Source: an optimization exercise on an open RTL-to-GDS flow (aim: small area, a short achievable clock period and few clock cycles). Production flows keep margins and buffers that such runs may drop. Only simulation tests tie the RTL to the original design; equivalence was not proved.

==> inputs of wip/ember <==
// tpu_tiled_core
module tpu_tiled_core #(
  parameter int ARRAY_DIM = tpu_pkg::D_DEF,
  parameter int DATA_W    = tpu_pkg::DATA_W_DEF,
  parameter int ACC_W     = tpu_pkg::ACC_W_DEF,
  parameter int ADDR_W    = 8,
  parameter int DIM_W     = 4
) (
  input  logic                          clk,
  input  logic                          rst,
  input  logic                          start,
  input  logic [DIM_W-1:0]              m,
  input  logic [DIM_W-1:0]              n,
  input  logic [DIM_W-1:0]              k,
  output logic                          busy,
  output logic                          done,
  output logic [ADDR_W-1:0]             a_index,
  input  logic [ARRAY_DIM*DATA_W-1:0]   a_rdata,
  output logic [ADDR_W-1:0]             b_index,
  input  logic [ARRAY_DIM*DATA_W-1:0]   b_rdata,
  output logic                          o_wr_en,
  output logic [ADDR_W-1:0]             o_index,
  output logic [ARRAY_DIM*ACC_W-1:0]    o_wdata
);
Settings: LEC_CHECK=0, CAP_MARGIN=20, CORE_MARGIN=2, CORE_UTILIZATION=40, SLEW_MARGIN=20; clock period 10.0 ns.
run.sh (not shown) runs the stock make flow with config.mk's settings and CLKGATE_MAP_FILE= SYNTH_SCRIPT=/design/flow/synth_recipe.tcl, a recipe that flattens the netlist after the stock synthesis.
==> wip/garnet (differences from wip/ember) <==
==> flow/design.v (replaced) <==
package tpu_pkg;
  localparam int D_DEF      = 4;
  localparam int DATA_W_DEF = 8;
  localparam int ACC_W_DEF  = 8;
endpackage
module tpu_pe_acc (
  input  logic       clk,
  input  logic       clr,
  input  logic [7:0] a,
  input  logic [7:0] b,
  output logic [7:0] acc_o
);
  logic [7:0] acc_q;
  always_ff @(posedge clk) acc_q <= (clr ? 8'd0 : acc_q) + a * b;
  assign acc_o = acc_q;
endmodule
module tpu_tiled_core #(
  parameter int ARRAY_DIM = tpu_pkg::D_DEF,
  parameter int DATA_W    = tpu_pkg::DATA_W_DEF,
  parameter int ACC_W     = tpu_pkg::ACC_W_DEF,
  parameter int ADDR_W    = 8,
  parameter int DIM_W     = 4
) (
  input  logic                          clk,
  input  logic                          rst,
  input  logic                          start,
  input  logic [DIM_W-1:0]              m,
  input  logic [DIM_W-1:0]              n,
  input  logic [DIM_W-1:0]              k,
  output logic                          busy,
  output logic                          done,
  output logic [ADDR_W-1:0]             a_index,
  input  logic [ARRAY_DIM*DATA_W-1:0]   a_rdata,
  output logic [ADDR_W-1:0]             b_index,
  input  logic [ARRAY_DIM*DATA_W-1:0]   b_rdata,
  output logic                          o_wr_en,
  output logic [ADDR_W-1:0]             o_index,
  output logic [ARRAY_DIM*ACC_W-1:0]    o_wdata
);
  logic       busy_q, done_q, iss_q, first_q;
  logic [3:0] k_q, m_q, x_q, rows_q, ncol_q;
  logic [1:0] lane_q;
  logic [7:0] a_idx_q, b_idx_q, o_idx_q;
  logic       s1_first, s1_last, s1_final;
  logic [1:0] s1_lane;
  logic [2:0] s1_cm;
  logic       s2_first, s2_last, s2_final;
  logic [7:0] s2_a;
  logic [7:0] s2_b [4];
  logic       wr_q, fin_q;
  logic [7:0] acc [4];
  logic accept, row_end, last_row, last_tn;
  assign accept   = start && !busy_q;
  assign row_end  = (x_q == 4'd0);
  assign last_row = (rows_q == 4'd1);
  assign last_tn  = (ncol_q <= 4'd4);
  always_ff @(posedge clk or posedge rst) begin
    if (rst) begin
      busy_q   <= 1'b0;
      done_q   <= 1'b0;
      iss_q    <= 1'b0;
      s1_last  <= 1'b0;
      s1_final <= 1'b0;
      s2_last  <= 1'b0;
      s2_final <= 1'b0;
      wr_q     <= 1'b0;
      fin_q    <= 1'b0;
    end else begin
      s1_last  <= iss_q && row_end;
      s1_final <= iss_q && row_end && last_row && last_tn;
      s2_last  <= s1_last;
      s2_final <= s1_final;
      wr_q     <= s2_last;
      fin_q    <= s2_final;
      if (accept) begin
        if (m == 4'd0 || n == 4'd0 || k == 4'd0) begin
          busy_q <= 1'b0;
          done_q <= 1'b1;
        end else begin
          busy_q <= 1'b1;
          done_q <= 1'b0;
          iss_q  <= 1'b1;
        end
      end else begin
        if (iss_q && row_end && last_row && last_tn) iss_q <= 1'b0;
        if (fin_q) begin
          busy_q <= 1'b0;
          done_q <= 1'b1;
        end
      end
    end
  end
  always_ff @(posedge clk) begin
    if (accept) begin
      k_q     <= k;
      m_q     <= m;
      ncol_q  <= n;
      rows_q  <= m;
      x_q     <= k - 4'd1;
      lane_q  <= 2'd0;
      first_q <= 1'b1;
      a_idx_q <= 8'd0;
      b_idx_q <= 8'd0;
    end else if (iss_q) begin
      first_q <= row_end;
      if (!row_end) begin
        x_q     <= x_q - 4'd1;
        a_idx_q <= lane_q[0] ? a_idx_q - 8'd1 : a_idx_q + 8'd1;
        b_idx_q <= lane_q[0] ? b_idx_q - 8'd1 : b_idx_q + 8'd1;
      end else begin
        x_q <= k_q - 4'd1;
        if (last_row) begin
          ncol_q  <= ncol_q - 4'd4;
          rows_q  <= m_q;
          lane_q  <= 2'd0;
          a_idx_q <= 8'd0;
          b_idx_q <= lane_q[0] ? b_idx_q + {4'd0, k_q} : b_idx_q + 8'd1;
        end else begin
          rows_q <= rows_q - 4'd1;
          lane_q <= lane_q + 2'd1;
          if (lane_q == 2'd3) a_idx_q <= a_idx_q + {4'd0, k_q};
        end
      end
    end
  end
  always_ff @(posedge clk) begin
    if (accept) o_idx_q <= 8'd0;
    else if (wr_q) o_idx_q <= o_idx_q + 8'd1;
  end
  always_ff @(posedge clk) begin
    s1_first <= first_q;
    s1_lane  <= lane_q;
    s1_cm    <= {ncol_q > 4'd3, ncol_q > 4'd2, ncol_q > 4'd1};
    s2_first <= s1_first;
    case (s1_lane)
      2'd0: s2_a <= a_rdata[31:24];
      2'd1: s2_a <= a_rdata[23:16];
      2'd2: s2_a <= a_rdata[15:8];
      default: s2_a <= a_rdata[7:0];
    endcase
    s2_b[0] <= b_rdata[31:24];
    s2_b[1] <= s1_cm[0] ? b_rdata[23:16] : 8'd0;
    s2_b[2] <= s1_cm[1] ? b_rdata[15:8]  : 8'd0;
    s2_b[3] <= s1_cm[2] ? b_rdata[7:0]   : 8'd0;
  end
  for (genvar c = 0; c < 4; c++) begin : g_mac
    tpu_pe_acc u_mac (
      .clk   (clk),
      .clr   (s2_first),
      .a     (s2_a),
      .b     (s2_b[c]),
      .acc_o (acc[c])
    );
  end
  assign busy    = busy_q;
  assign done    = done_q;
  assign a_index = a_idx_q;
  assign b_index = b_idx_q;
  assign o_wr_en = wr_q;
  assign o_index = o_idx_q;
  assign o_wdata = {acc[0], acc[1], acc[2], acc[3]};
endmodule
==> flow_summary_export.csv <==
group,metric,value,unit
status,outcome,"no timing/DRC/antenna violations",
cells_and_area,layout.nets,1427,
synthesis,post_synthesis_adder_cell_area_fraction,21.23,%
synthesis,yosysMostFrequentCell,"sky130_fd_sc_hd__dfxtp_1",
the above is filed under wip/ember

==> flow_summary_export.csv <==
group,metric,value,unit
status,outcome,"no timing/DRC/antenna violations",
synthesis,post-synth-top-area-cell,"sky130_fd_sc_hd__dfxtp_1",
cells_and_area,layout.nets,1413,
synthesis,yosysMostFrequentCell,"sky130_fd_sc_hd__inv_1",
placement,dpl-instance-area,0.01139,mm^2
cells_and_area,layout.filler_cells,2340,
synthesis,post_synthesis_adder_cell_area_fraction,27.10,%
the above is filed under wip/garnet

Testbench counts of wip/ember, summed over its fixed seeds: cycles 20,343.
Testbench counts of wip/garnet, summed over its fixed seeds: cycles 20,215.


==> 07-25 <==
tpu_tiled_core, a different RTL version from the one above (not shown whole).
==> flow/config.mk <==
export PLATFORM = sky130hd
export DESIGN_NAME = tpu_tiled_core
export DESIGN_NICKNAME = tpu_tiled_core
export VERILOG_FILES = /design/flow/design.v
export SDC_FILE = /design/flow/constraint.sdc
export NUM_CORES = 4
export LEC_CHECK = 0
export CAP_MARGIN = 20
export CORE_MARGIN = 2
export CORE_UTILIZATION = 40
export SLEW_MARGIN = 75
==> flow/constraint.sdc <==
create_clock -name core_clock -period 10.0 [get_ports {clk}]
set_input_delay 2.0000 -clock core_clock [delete_from_list [all_inputs] [get_ports {clk}]]
set_output_delay 2.0000 -clock core_clock [all_outputs]
set_load 0.01 [all_outputs]
standard.sh (not shown) runs the stock make flow with config.mk's settings and CLKGATE_MAP_FILE= SYNTH_SCRIPT=/design/flow/synth_recipe.tcl, a recipe that flattens the netlist after the stock synthesis.
==> flow/flow/run.sh <==
#!/bin/bash
# Layout flow: the standard flow (standard.sh, synthesis unchanged), with the port
# buffers that the standard flow places on every input and output made buf_2 cells.
set -euo pipefail
bash standard.sh "BUFFER_PORTS_ARGS=-buffer_cell sky130_fd_sc_hd__buf_2" finish > standard_flow.log 2>&1
==> 01-06 (differences from 07-25) <==
==> flow/design.v, changed modules only <==
module tpu_pe_acc (
  input  logic       clk,
  input  logic       clr,
  input  logic [2:0] p1,
  input  logic [2:0] p2,
  input  logic [2:0] ng,
  input  logic [1:0] e,
  input  logic [7:0] b,
  output logic [7:0] acc_o
);
  logic [7:0] prod_q, acc_q, r0, r1, b2;
  logic [7:0] pp0;
  logic [5:0] pp1;
  logic [3:0] pp2;
  logic [1:0] pp3;
  assign b2  = {b[6:0], 1'b0};
  assign pp0 = (({8{p1[0]}} & b) | ({8{p2[0]}} & b2)) ^ {8{ng[0]}};
  assign pp1 = (({6{p1[1]}} & b[5:0]) | ({6{p2[1]}} & b2[5:0])) ^ {6{ng[1]}};
  assign pp2 = (({4{p1[2]}} & b[3:0]) | ({4{p2[2]}} & b2[3:0])) ^ {4{ng[2]}};
  assign pp3 = {(e[1] & b[0]) ^ (e[0] & b[1]), e[0] & b[0]};
  logic t1;
  logic t2;
  logic t3;
  logic t4;
  logic t5;
  logic t6;
  logic t7;
  logic t8;
  logic t9;
  logic t10;
  logic t11;
  logic t12;
  logic t13;
  logic t14;
  logic t15;
  logic t16;
  logic t17;
  logic t18;
  logic t19;
  logic t20;
  assign t1 = pp0[4] ^ pp1[2];
  assign t2 = pp0[4] & pp1[2];
  assign t3 = pp0[5] ^ pp1[3];
  assign t4 = pp0[5] & pp1[3];
  assign t5 = pp0[6] ^ pp1[4] ^ pp2[2];
  assign t6 = (pp0[6] & pp1[4]) | (pp0[6] & pp2[2]) | (pp1[4] & pp2[2]);
  assign t7 = pp0[7] ^ pp1[5] ^ pp2[3];
  assign t8 = (pp0[7] & pp1[5]) | (pp0[7] & pp2[3]) | (pp1[5] & pp2[3]);
  assign t9 = pp0[2] ^ pp1[0];
  assign t10 = pp0[2] & pp1[0];
  assign t11 = pp0[3] ^ pp1[1];
  assign t12 = pp0[3] & pp1[1];
  assign t13 = t1 ^ pp2[0] ^ ng[2];
  assign t14 = (t1 & pp2[0]) | (t1 & ng[2]) | (pp2[0] & ng[2]);
  assign t15 = t3 ^ pp2[1] ^ t2;
  assign t16 = (t3 & pp2[1]) | (t3 & t2) | (pp2[1] & t2);
  assign t17 = t5 ^ pp3[0] ^ t4;
  assign t18 = (t5 & pp3[0]) | (t5 & t4) | (pp3[0] & t4);
  assign t19 = t7 ^ pp3[1] ^ t6;
  assign t20 = (t7 & pp3[1]) | (t7 & t6) | (pp3[1] & t6);
  assign r0 = {t19, t17, t15, t13, t11, t9, pp0[1], pp0[0]};
  assign r1 = {t18, t16, t14, t12, t10, ng[1], 1'b0, ng[0]};
  always_ff @(posedge clk) begin
    prod_q <= r0 + r1;
    acc_q  <= (clr ? 8'd0 : acc_q) + prod_q;
  end
  assign acc_o = acc_q;
endmodule
module tpu_tiled_core #(
  parameter int ARRAY_DIM = tpu_pkg::D_DEF,
  parameter int DATA_W    = tpu_pkg::DATA_W_DEF,
  parameter int ACC_W     = tpu_pkg::ACC_W_DEF,
  parameter int ADDR_W    = 8,
  parameter int DIM_W     = 4
) (
  input  logic                          clk,
  input  logic                          rst,
  input  logic                          start,
  input  logic [DIM_W-1:0]              m,
  input  logic [DIM_W-1:0]              n,
  input  logic [DIM_W-1:0]              k,
  output logic                          busy,
  output logic                          done,
  output logic [ADDR_W-1:0]             a_index,
  input  logic [ARRAY_DIM*DATA_W-1:0]   a_rdata,
  output logic [ADDR_W-1:0]             b_index,
  input  logic [ARRAY_DIM*DATA_W-1:0]   b_rdata,
  output logic                          o_wr_en,
  output logic [ADDR_W-1:0]             o_index,
  output logic [ARRAY_DIM*ACC_W-1:0]    o_wdata
);
  logic       busy_q, idle_q, done_q, iss_q, first_q;
  logic [3:0] k_q, m_q, x_q, rows_q, ncol_q;
  logic [1:0] lane_q;
  logic [7:0] a_idx_q, b_idx_q, o_idx_q, a_add, b_add;
  logic       s1_first, s1_last, s1_final;
  logic [1:0] s1_lane;
  logic [2:0] s1_cm;
  logic       s2_first, s2_last, s2_final;
  logic [2:0] s2_p1, s2_p2, s2_ng;
  logic [1:0] s2_e;
  logic [7:0] a_sel;
  logic [7:0] s2_b [4];
  logic       s3_first, s3_last, s3_final;
  logic       wr_q, fin_q;
  logic [7:0] acc [4];
  logic accept, row_end, last_row, last_tn, final_rd;
  assign accept   = start && idle_q;
  assign row_end  = (x_q == 4'd0);
  assign last_row = (rows_q == 4'd1);
  assign last_tn  = (ncol_q <= 4'd4);
  assign final_rd = iss_q && row_end && last_row && last_tn;
  always_ff @(posedge clk or posedge rst) begin
    if (rst) idle_q <= 1'b1;
    else if (accept) idle_q <= (m == 4'd0 || n == 4'd0 || k == 4'd0);
    else if (fin_q) idle_q <= 1'b1;
  end
  always_ff @(posedge clk or posedge rst) begin
    if (rst) begin
      busy_q   <= 1'b0;
      done_q   <= 1'b0;
      iss_q    <= 1'b0;
      s1_last  <= 1'b0;
      s1_final <= 1'b0;
      s2_last  <= 1'b0;
      s2_final <= 1'b0;
      s3_last  <= 1'b0;
      s3_final <= 1'b0;
      wr_q     <= 1'b0;
      fin_q    <= 1'b0;
    end else begin
      s1_last  <= iss_q && row_end;
      s1_final <= final_rd;
      s2_last  <= s1_last;
      s2_final <= s1_final;
      s3_last  <= s2_last;
      s3_final <= s2_final;
      wr_q     <= s3_last;
      fin_q    <= s3_final;
      if (accept) begin
        if (m == 4'd0 || n == 4'd0 || k == 4'd0) begin
          busy_q <= 1'b0;
          done_q <= 1'b1;
        end else begin
          busy_q <= 1'b1;
          done_q <= 1'b0;
          iss_q  <= 1'b1;
        end
      end else begin
        if (final_rd) iss_q <= 1'b0;
        if (fin_q) begin
          busy_q <= 1'b0;
          done_q <= 1'b1;
        end
      end
    end
  end
  always_comb begin
    if (!row_end) begin
      a_add = lane_q[0] ? 8'hff : 8'h01;
      b_add = lane_q[0] ? 8'hff : 8'h01;
    end else begin
      a_add = (lane_q == 2'd3) ? {4'd0, k_q} : 8'd0;
      b_add = !last_row ? 8'd0 : lane_q[0] ? {4'd0, k_q} : 8'd1;
    end
  end
  always_ff @(posedge clk) begin
    if (idle_q) begin
      k_q     <= k;
      m_q     <= m;
      ncol_q  <= n;
      rows_q  <= m;
      x_q     <= k - 4'd1;
      lane_q  <= 2'd0;
      first_q <= 1'b1;
      a_idx_q <= 8'd0;
      b_idx_q <= 8'd0;
    end else if (iss_q) begin
      first_q <= row_end;
      a_idx_q <= (row_end && last_row) ? 8'd0 : a_idx_q + a_add;
      b_idx_q <= b_idx_q + b_add;
      if (!row_end) begin
        x_q <= x_q - 4'd1;
      end else begin
        x_q <= k_q - 4'd1;
        if (last_row) begin
          ncol_q <= ncol_q - 4'd4;
          rows_q <= m_q;
          lane_q <= 2'd0;
        end else begin
          rows_q <= rows_q - 4'd1;
          lane_q <= lane_q + 2'd1;
        end
      end
    end
  end
  always_ff @(posedge clk) begin
    if (idle_q) o_idx_q <= 8'hff;
    else if (s3_last) o_idx_q <= o_idx_q + 8'd1;
  end
  always_comb begin
    case (s1_lane)
      2'd0: a_sel = a_rdata[31:24];
      2'd1: a_sel = a_rdata[23:16];
      2'd2: a_sel = a_rdata[15:8];
      default: a_sel = a_rdata[7:0];
    endcase
  end
  always_ff @(posedge clk) begin
    s1_first <= first_q;
    s1_lane  <= lane_q;
    s1_cm    <= {ncol_q > 4'd3, ncol_q > 4'd2, ncol_q > 4'd1};
    s2_first <= s1_first;
    s3_first <= s2_first;
    for (int j = 0; j < 3; j++) begin
      s2_p1[j] <= a_sel[2*j] ^ ((j == 0) ? 1'b0 : a_sel[2*j-1]);
      s2_p2[j] <= (a_sel[2*j+1] && !a_sel[2*j] && !((j == 0) ? 1'b0 : a_sel[2*j-1])) ||
                  (!a_sel[2*j+1] && a_sel[2*j] && ((j == 0) ? 1'b0 : a_sel[2*j-1]));
      s2_ng[j] <= a_sel[2*j+1] && !(a_sel[2*j] && ((j == 0) ? 1'b0 : a_sel[2*j-1]));
    end
    s2_e <= {a_sel[7] ^ (a_sel[6] & a_sel[5]), a_sel[6] ^ a_sel[5]};
    s2_b[0] <= b_rdata[31:24];
    s2_b[1] <= s1_cm[0] ? b_rdata[23:16] : 8'd0;
    s2_b[2] <= s1_cm[1] ? b_rdata[15:8]  : 8'd0;
    s2_b[3] <= s1_cm[2] ? b_rdata[7:0]   : 8'd0;
  end
  for (genvar c = 0; c < 4; c++) begin : g_mac
    tpu_pe_acc u_mac (
      .clk   (clk),
      .clr   (s3_first),
      .p1    (s2_p1),
      .p2    (s2_p2),
      .ng    (s2_ng),
      .e     (s2_e),
      .b     (s2_b[c]),
      .acc_o (acc[c])
    );
  end
  assign busy    = busy_q;
  assign done    = done_q;
  assign a_index = a_idx_q;
  assign b_index = b_idx_q;
  assign o_wr_en = wr_q;
  assign o_index = o_idx_q;
  assign o_wdata = {acc[0], acc[1], acc[2], acc[3]};
endmodule
- CTS_BUF_LIST: not set -> sky130_fd_sc_hd__clkbuf_8
- CTS_CLUSTER_DIAMETER: not set -> 150
- CTS_CLUSTER_SIZE: not set -> 60
==> qor summary <==
metric	07-25	01-06
Cell count after placement	1,422	1,448
Number of nets at the end of the flow	1,297	1,330
Number of library cell types mapped by synthesis	56	62
Logic depth of the worst setup path including buffers	13	1
Fraction of area in multi-input gates	0.479	0.519
Maximum clock frequency	318 MHz	330 MHz
Worst reg2reg startpoint	s2_a[2]$_DFF_P_	s2_p2[0]$_DFF_P_
Met2 track utilization from global routing	0.271	0.260
Worst path setup slack after routing	6.85 ns	6.97 ns
Area growth from synthesis to layout	16.7%	15.2%
Fraction of the mapped netlist area in simple logic gates	0.129	0.125
Outcome	no timing/DRC/antenna violations	no timing/DRC/antenna violations
CTS Root Buffer Type	sky130_fd_sc_hd__clkbuf_16	sky130_fd_sc_hd__clkbuf_8
Via count of the first global-routing pass	7,129	6,962
Non-clock buffers, area share	0.0672	0.0706
Critical-path maximum fanout	27	3
Testbench counts of 07-25, summed over its fixed seeds: cycles 20,343.
Testbench counts of 01-06, summed over its fixed seeds: cycles 20,343.

[afterwards: timing with drivers on the ports]
Ports are ideal in the flow. The routed layouts listed here were re-timed in OpenROAD.
Step 1 assumes that a clkbuf_16 drives the clock port and a buf_2 every other input.
Step 2 adds t to the input delays and takes it off the output delays; t is the mean of the earliest and latest rising clock arrival at the registers after step 1. Input paths then give back, and output paths get back, about the clock's delay inside the block.
a / b / c = ideal / step 1 / step 2; a / b = the first two.
| run | shift t [ns] | setup WS [ns] | clock arrival spread, ns | pins driven straight from the clock port |
|---|---|---|---|---|
| wip/ember | 0.480 | 6.344 / 6.296 / 6.577 | 0.015 / 0.015 | 1 |
| wip/garnet | 0.465 | 5.644 / 5.644 / 5.525 | 0.012 / 0.013 | 1 |
| 07-25 | 0.475 | 6.853 / 6.853 / 6.407 | 0.016 / 0.015 | 1 |
| 01-06 | 0.501 | 6.967 / 6.922 / 6.862 | 0.025 / 0.024 | 1 |
After both steps every run listed still meets setup and hold. The setup slack of 07-25, which loses most, moves by 0.000 ns with the drivers and by -0.446 ns with both steps.
